From an optimization exercise on the open Yosys and OpenROAD flow, aimed at small area; shortcuts taken in it are not production practice. The RTL was checked by simulation tests, not by an equivalence proof against the original design. No activity file was given, so power comes from the tool's default toggle rates.

==> flow/design.v (excerpt) <==
module ll_sc_reader_writer_lock_engine (
  input  logic         clk_i,
  input  logic         rst_ni,
  input  logic         in_valid_i,
  output logic         in_ready_o,
  input  logic [132:0] in_data_i,
  output logic         out_valid_o,
  input  logic         out_ready_i,
  output logic [182:0] out_data_o,
  input  logic         cfg_valid_i,
  output logic         cfg_ready_o,
  input  logic [1:0]   cfg_index_i,
  input  logic [63:0]  cfg_data_i
);
For scale: about 4000 cells after synthesis, roughly 390 I/O pins, roughly 59000 um2 of cells after synthesis.
==> flow/config.mk <==
export PLATFORM = sky130hd
export DESIGN_NAME = ll_sc_reader_writer_lock_engine
export DESIGN_NICKNAME = ll_sc_reader_writer_lock_engine
export VERILOG_FILES = /design/flow/design.v
export SDC_FILE = /design/flow/constraint.sdc
export NUM_CORES = 4
export LEC_CHECK = 0
export CAP_MARGIN = 20
export CORE_MARGIN = 2
export CORE_UTILIZATION = 35
export SLEW_MARGIN = 20
==> flow/constraint.sdc <==
create_clock -name core_clock -period 6.5 [get_ports {clk_i}]
set_input_delay 1.3000 -clock core_clock [delete_from_list [all_inputs] [get_ports {clk_i}]]
set_output_delay 1.3000 -clock core_clock [all_outputs]
set_load 0.01 [all_outputs]
standard.sh (not shown) runs the stock make flow with config.mk's settings and CLKGATE_MAP_FILE= SYNTH_SCRIPT=/design/flow/synth_recipe.tcl, a recipe that flattens the netlist after the stock synthesis.
==> flow/flow/run.sh <==
#!/bin/bash
# The standard layout, with the smallest buffer on every input and output port in place of
# the delay cell that buffer_ports picks by default. Everything else is the standard flow.
set -euo pipefail
export BUFFER_PORTS_ARGS="-buffer_cell sky130_fd_sc_hd__buf_1"
bash standard.sh > standard_flow.log 2>&1
Edit:
--- a/flow/design.v
+++ b/flow/design.v
@@ -100,25 +100,24 @@
   logic [15:0] node_bytes_r, node_bytes;
   logic [63:0] restart_addr_r, restart_addr;
   logic        s1_valid_q;
   logic [1:0]  s1_func_q;
   logic [63:0] s1_val_q;
   logic        s1_flag_q;
   logic        s1_go;
   logic        take;
   logic [2:0]  phase_q, phase_d;
   logic [4:0]  held_cnt_q, held_cnt_d;
   logic [3:0]  rel_idx_q, rel_idx_d;     
   logic        tgt_excl_q;
-  logic [6:0]  tgt_lo_q;                 
   logic        restart_q;
   logic [31:0] cnt_q;                    
   logic        fresh_q;                  
   logic [63:0] held_addr_q [16];
   logic [15:0] held_excl_q;
   logic [63:0] x_q;
   logic [2:0]  hd_typ_q, tl_typ_q;
   logic [1:0]  hd_att_q, tl_att_q;
   logic [15:0] hd_sel_q;
   logic [3:0]  tl_idx_q;
   logic        hd_mm_q, tl_mm_q;
   logic [1:0]  fill_q;
@@ -320,25 +319,24 @@
       s1_func_q <= in_data_i[132:131];
       s1_val_q  <= (in_data_i[132:131] == FAcq) ? in_data_i[130:67] : in_data_i[65:2];
       unique case (in_data_i[132:131])
         FAcq:    s1_flag_q <= in_data_i[66];
         FSc:     s1_flag_q <= in_data_i[1];
         default: s1_flag_q <= in_data_i[0];
       endcase
     end
     if (s1_go) begin
       rel_idx_q <= rel_idx_d;
       if (stk_we) begin
         tgt_excl_q <= s1_flag_q;
-        tgt_lo_q   <= s1_val_q[6:0];
         fresh_q    <= 1'b1;
       end
       if (inc) begin
         fresh_q <= 1'b0;
         if (fresh_q)        cnt_q <= 32'd2;
         else if (!(&cnt_q)) cnt_q <= cnt_inc;
       end
       if (s1_func_q == FRel) begin
         restart_q <= s1_flag_q;
       end
       if (x_we) begin
         x_q <= x_d;
@@ -376,34 +374,43 @@
   logic [63:0] h_sum;
   logic [2:0]  o_kind, o_status;
   logic [15:0] o_bytes;
   logic [63:0] o_data;
   logic [31:0] o_att;
   always_comb begin
     h_slot = '0;
     for (int s = 0; s < 16; s++) begin
       h_slot = h_slot | (held_addr_q[s] & {64{hd_sel_q[s]}});
     end
   end
   always_comb begin
-    logic [7:0]  lo;
+    logic [6:0]  b, g, p;
+    logic [7:0]  c;
     logic [63:0] up;
-    lo = {1'b0, tgt_lo_q} + {1'b0, header_bytes};
-    up = ones_below({7'h7F, h_slot[63:7]});
-    if (hd_typ_q == TRd) begin
-      h_sum[6:0]  = lo[6:0];
-      h_sum[63:7] = h_slot[63:7] ^ ({57{lo[7]}} & up[56:0]);
-    end else begin
-      h_sum = h_slot;
+    b = (hd_typ_q == TRd) ? header_bytes : 7'd0;
+    g = h_slot[6:0] & b;
+    p = h_slot[6:0] ^ b;
+    c[0] = 1'b0;
+    for (int i = 0; i < 7; i++) begin
+      c[i+1] = g[i];
+      for (int j = 0; j < i; j++) begin
+        logic t;
+        t = g[j];
+        for (int k = j + 1; k <= i; k++) t = t & p[k];
+        c[i+1] = c[i+1] | t;
+      end
     end
+    up = ones_below({7'h7F, h_slot[63:7]});
+    h_sum[6:0]  = p ^ c[6:0];
+    h_sum[63:7] = h_slot[63:7] ^ ({57{c[7]}} & up[56:0]);
   end
   always_comb begin
     o_kind   = 3'd4;
     o_status = 3'd0;
     o_bytes  = '0;
     out_addr = '0;
     o_data   = '0;
     unique case (hd_typ_q)
       TLl: begin
         o_kind   = 3'd0;
         o_bytes  = {9'd0, header_bytes};
         out_addr = h_sum;
Outcome: The new run completed without violations. Combinational power goes up by 11%. Fmax goes up by 2.1%. Via count goes down by 0.51%. Die area goes down by 1.5%. Setup slack is better by 0.13 ns. Total power goes up by 2.7%. Cell area goes down by 0.53%. Non-clock buffer count goes up by 26. Clock power hardly moves. Worst hold slack is worse by 0.017 ns.

[what the ideal ports hide]
In the flow no input, the clock included, has a driving cell. The finished layouts below were timed again as built, in two steps. Step 1 assumes that a clkbuf_16 drives the clock port and a buf_2 every other input. Step 2 times the ports against the registers' clock, not the clock port: input delays grow and output delays shrink by t, the midpoint of the rising clock arrivals with the driver on. Slacks: ideal ports / drivers / drivers and shift; pairs: ideal ports / drivers.
run	t, ns	setup WS [ns]	worst setup path at the end	worst register clock-pin slew, ns
the first run	0.872	0.003 / -0.077 / 0.795	register to output	0.06 / 0.06
the second run	0.851	0.138 / 0.058 / 0.908	register to output	0.06 / 0.06
After both steps setup and hold are still met in every run listed.
